Source: an optimization exercise on an open RTL-to-GDS flow (aim: small area). Production flows keep margins and buffers that such runs may drop.
Power and IR drop assume default switching activity.

==> flow/design.v <==
module r_debug_mw #(
   parameter int ADDR_BYTES  = 4,
   parameter int MAX_WORDS   = 16,
   parameter int TIMEOUT_CYC = 4096
) (
   input  logic        clk,
   input  logic        reset,
   output logic [63:0] O_TDATA,
   output logic        O_TVALID,
   output logic        O_TLAST,
   input  logic        O_TREADY,
   input  logic [63:0] I_TDATA,
   input  logic        I_TVALID,
   input  logic        I_TLAST,
   output logic        I_TREADY,
   output logic [7:0]  tx_data,
   output logic        tx_has_data,
   input  logic        tx_data_consume,
   input  logic [7:0]  rx_data,
   output logic        rx_has_space,
   input  logic        rx_data_produce,
   output logic        busy,
   output logic        err_sticky
);
   localparam logic [3:0] IDLE = 4'd0, CNT = 4'd1, ADDR = 4'd2, PAYLOAD = 4'd3,
                          MREQ = 4'd4, MRESP = 4'd5, TXDATA = 4'd6, TXACK = 4'd7, TXWAIT = 4'd8;
   logic [3:0]   state;
   logic [511:0] sb;           
   logic [31:2]  addr;
   logic [4:0]   n;            
   logic [1:0]   opc;          
   logic [5:0]   c;            
   logic [11:0]  tcnt;
   logic [3:0]   p;            
   logic         swap, zero, tmo, drain, tx_ld;
   logic         rx_ok, is_rd, is_wrs, is_fill, a, last_pay, acc, wr_en, cap, tx_free;
   logic [4:0]   e;
   logic [63:0]  beat;
   assign a            = addr[2];
   assign is_rd        = (opc == 2'b11);
   assign is_wrs       = (opc == 2'b10);
   assign is_fill      = (opc == 2'b01);
   assign rx_has_space = (state[3:2] == 2'b00);
   assign busy         = (state != IDLE);
   assign O_TVALID     = (state == MREQ);
   assign rx_ok        = rx_data_produce && rx_has_space;
   assign e            = n + {4'd0, a} + 5'd1;           
   assign last_pay     = (c[1:0] == 2'd3) && (is_fill || c[5:2] == e[3:0]);
   assign O_TLAST      = is_rd || (c[3:0] == e[4:1]);
   assign I_TREADY     = drain || (state == MRESP && (!is_rd || p[3]));
   assign acc          = I_TVALID && I_TREADY && !drain;
   assign wr_en        = (state == PAYLOAD) && rx_data_produce;
   assign cap          = (state == MRESP) && is_rd && acc;
   assign tx_free      = !tx_ld && !tx_has_data;
   logic        hsel;
   logic [7:0]  bsel;
   logic [63:0] header;
   assign hsel   = (c[3:0] == 4'd0);
   assign header = {{6'd0, is_rd, !is_rd}, {4'd0, e[4:1]}, {4'hF, {4{!a}}}, {{4{e[0]}}, 4'hF},
                    addr[31:3], 3'd0};
   always_comb begin
      for (int k = 0; k < 8; k++) bsel[k] = (c[2:0] == 3'(k)) && !hsel;
      O_TDATA = {64{hsel}} & header;
      for (int k = 0; k < 8; k++) O_TDATA = O_TDATA | ({64{bsel[k]}} & sb[64*k +: 64]);
   end
   always_ff @(posedge clk)
      for (int b = 0; b < 64; b++) begin
         if (b < 8 && cap)
            sb[8*b +: 8] <= I_TDATA[8*b +: 8];
         else if (wr_en && c[1:0] == 2'(b) && (is_fill || c[5:2] == 4'(b >> 2)))
            sb[8*b +: 8] <= rx_data;
      end
   always_ff @(posedge clk) begin
      if (state == MRESP && !acc) begin
         if (!I_TVALID) tcnt <= tcnt + 12'd1;
      end else tcnt <= '0;
   end
   always_ff @(posedge clk) begin
      if (reset) begin
         state <= IDLE; p <= 4'b1000; tx_ld <= 1'b0; tx_has_data <= 1'b0;
         err_sticky <= 1'b0; drain <= 1'b0;
      end else begin
         tx_ld <= 1'b0;
         if (tx_ld) tx_has_data <= 1'b1;
         else if (tx_data_consume) tx_has_data <= 1'b0;
         if (!p[3] && tx_free) begin
            tx_data <= zero ? 8'd0 : sb[8*{p[2] ^ swap, p[1:0]} +: 8];
            tx_ld   <= 1'b1;
            p       <= p + 4'd1;
         end
         if (drain && I_TVALID && I_TLAST) drain <= 1'b0;
         case (state)
            IDLE: begin
               tmo <= 1'b0;
               if (rx_ok) begin
                  opc <= {rx_data[1], rx_data[2] | !rx_data[0]};
                  if (rx_data == 8'h04) state <= TXACK;
                  else if (rx_data == 8'h01 || rx_data == 8'h02 || rx_data == 8'h03 || rx_data == 8'h05)
                     state <= CNT;
                  else begin tmo <= 1'b1; state <= TXACK; end
               end
            end
            CNT: if (rx_ok) begin
               n <= rx_data[4:0]; c <= '0;
               if (rx_data == 8'd0 || rx_data > 8'd16) begin tmo <= 1'b1; state <= TXACK; end
               else state <= ADDR;
            end
            ADDR: if (rx_ok) begin
               case (c[1:0])
                  2'd0: addr[7:2]   <= rx_data[7:2];
                  2'd1: addr[15:8]  <= rx_data;
                  2'd2: addr[23:16] <= rx_data;
                  default: addr[31:24] <= rx_data;
               endcase
               c <= c + 6'd1;
               if (c[1:0] == 2'd3) begin
                  if (is_rd) begin c <= '0; state <= MREQ; end
                  else begin c <= {3'b001, a, 2'b00}; state <= PAYLOAD; end
               end
            end
            PAYLOAD: if (rx_ok) begin
               c <= c + 6'd1;
               if (last_pay) begin c <= '0; state <= MREQ; end
            end
            MREQ: if (O_TREADY) begin
               if (O_TLAST) begin c <= {1'b0, n}; state <= MRESP; end
               else c <= c + 6'd1;
            end
            MRESP: begin
               if (acc) begin
                  if (is_rd) begin
                     zero <= 1'b0;
                     if (c == {1'b0, n} && a) begin
                        p <= 4'd4; swap <= 1'b0; c <= c - 6'd1;
                     end else if (c >= 6'd2) begin
                        p <= 4'd0; swap <= 1'b0; c <= c - 6'd2;
                     end else if (c != 6'd0) begin
                        p <= 4'd4; swap <= 1'b1; c <= '0;
                     end
                     if (I_TLAST) state <= TXDATA;
                  end else if (I_TLAST) begin
                     if (is_wrs) state <= TXACK;
                     else state <= IDLE;
                  end
               end else if (!I_TVALID && tcnt == 12'hFFF) begin
                  err_sticky <= 1'b1; drain <= 1'b1; tmo <= 1'b1;
                  if (is_rd) state <= TXDATA;
                  else if (is_wrs) state <= TXACK;
                  else state <= IDLE;
               end
            end
            TXDATA: if (p[3] && tx_free) begin
               if (c != 6'd0) begin
                  zero <= 1'b1; p <= 4'd4; c <= c - 6'd1;
               end else if (tmo) state <= TXACK;
               else state <= IDLE;
            end
            TXACK: if (tx_free) begin
               tx_data <= tmo ? 8'hEE : is_wrs ? 8'hAA : 8'hA5;
               tx_ld   <= 1'b1;
               if (tmo) err_sticky <= 1'b1;
               state   <= TXWAIT;
            end
            TXWAIT: if (tx_free) state <= IDLE;
            default: state <= IDLE;
         endcase
      end
   end
endmodule
==> flow/config.mk <==
export PLATFORM = sky130hd
export DESIGN_NAME = r_debug_mw
export DESIGN_NICKNAME = r_debug_mw
export VERILOG_FILES = /design/flow/design.v
export SDC_FILE = /design/flow/constraint.sdc
export NUM_CORES = 4
export LEC_CHECK = 0
export CAP_MARGIN = 20
export CORE_MARGIN = 2
export CORE_UTILIZATION = 65
export PLACE_DENSITY = 0.75
export SLEW_MARGIN = 20
==> flow/constraint.sdc <==
create_clock -name core_clock -period 6.0 [get_ports {clk}]
set_input_delay 1.2000 -clock core_clock [delete_from_list [all_inputs] [get_ports {clk}]]
set_output_delay 1.2000 -clock core_clock [all_outputs]
set_load 0.01 [all_outputs]
standard.sh (not shown) runs the stock make flow with config.mk's settings and CLKGATE_MAP_FILE= SYNTH_SCRIPT=/design/flow/synth_recipe.tcl, a recipe that flattens the netlist after the stock synthesis.
==> flow/flow/run.sh <==
#!/bin/bash
# Standard ORFS layout; port buffers use the smallest buffer and CTS skips dummy loads.
set -euo pipefail
export BUFFER_PORTS_ARGS="-buffer_cell sky130_fd_sc_hd__buf_1"
export CTS_ARGS="-sink_clustering_enable -repair_clock_nets -dont_use_dummy_load -sink_clustering_size 16 -sink_clustering_max_diameter 60 -buf_list sky130_fd_sc_hd__clkbuf_8"
bash standard.sh > standard.log 2>&1
Edit:
--- a/flow/design.v
+++ b/flow/design.v
@@ -64,14 +64,20 @@
       for (int k = 0; k < 8; k++) O_TDATA = O_TDATA | ({64{bsel[k]}} & sb[64*k +: 64]);
    end
+   logic [511:0] sb_in;
+   always_comb
+      for (int w = 0; w < 16; w++) sb_in[32*w +: 32] = {rx_data, sb[32*w+8 +: 24]};
    always_ff @(posedge clk)
-      for (int b = 0; b < 64; b++) begin
-         if (b < 8 && cap)
-            sb[8*b +: 8] <= I_TDATA[8*b +: 8];
-         else if (wr_en && c[1:0] == 2'(b) && (is_fill || c[5:2] == 4'(b >> 2)))
-            sb[8*b +: 8] <= rx_data;
+      for (int w = 0; w < 16; w++) begin
+         if (w < 2 && cap)
+            sb[32*w +: 32] <= I_TDATA[32*w +: 32];
+         else if (wr_en && (is_fill || c[5:2] == 4'(w)))
+            sb[32*w +: 32] <= sb_in[32*w +: 32];
       end
+   logic tz, tend;
+   assign tz   = (tcnt[10:0] == 11'd0);
+   assign tend = tz && tcnt[11];
    always_ff @(posedge clk) begin
       if (state == MRESP && !acc) begin
-         if (!I_TVALID) tcnt <= tcnt + 12'd1;
+         if (!I_TVALID) tcnt <= {tcnt[10:0], tcnt[11] ^ tcnt[7] ^ tcnt[1] ^ tcnt[0] ^ tz};
       end else tcnt <= '0;
    end
@@ -107,14 +113,9 @@
             end
             ADDR: if (rx_ok) begin
-               case (c[1:0])
-                  2'd0: addr[7:2]   <= rx_data[7:2];
-                  2'd1: addr[15:8]  <= rx_data;
-                  2'd2: addr[23:16] <= rx_data;
-                  default: addr[31:24] <= rx_data;
-               endcase
+               addr <= {rx_data, addr[31:10]};    
                c <= c + 6'd1;
                if (c[1:0] == 2'd3) begin
                   if (is_rd) begin c <= '0; state <= MREQ; end
-                  else begin c <= {3'b001, a, 2'b00}; state <= PAYLOAD; end
+                  else begin c <= {3'b001, addr[10], 2'b00}; state <= PAYLOAD; end
                end
             end
@@ -143,5 +144,5 @@
                      else state <= IDLE;
                   end
-               end else if (!I_TVALID && tcnt == 12'hFFF) begin
+               end else if (!I_TVALID && tend) begin
                   err_sticky <= 1'b1; drain <= 1'b1; tmo <= 1'b1;
                   if (is_rd) state <= TXDATA;
First-iteration DRC count came out lower by a few percent. Routed wire length drops by a little under a tenth. Maximum frequency went up by a few percent. Design area barely changes. Worst setup slack gets better by 230 ps. Total power fell by a few percent. Area after synthesis came out lower slightly. Non-clock buffer count went up by 8. Count of clock-buffer cells in the layout went down by 1.
Function was not checked in any run of this note: the RTL went through the layout flow alone.

==> static timing again, ports no longer ideal <==
The flow's constraints put no driver on any port. The routed layouts listed below were extracted and timed again, unchanged, in two steps. Step 1 assumes that a clkbuf_16 drives the clock port and a buf_2 every other input. Step 2 moves the port delays by t, midway between the first and last clock arrival at a register: inputs arrive t later, outputs are due t later. That takes back most of the time a late clock gives input paths. a / b / c = ideal / step 1 / step 2; a / b = the first two.
| run | t (ns) | setup slack, ns | worst register clock-pin slew, ns |
|---|---|---|---|
| the first run | 0.678 | 0.306 / 0.253 / 0.931 | 0.10 / 0.10 |
| the second run | 0.671 | 0.535 / 0.488 / 1.159 | 0.10 / 0.10 |
After both steps every run listed still meets setup and hold.
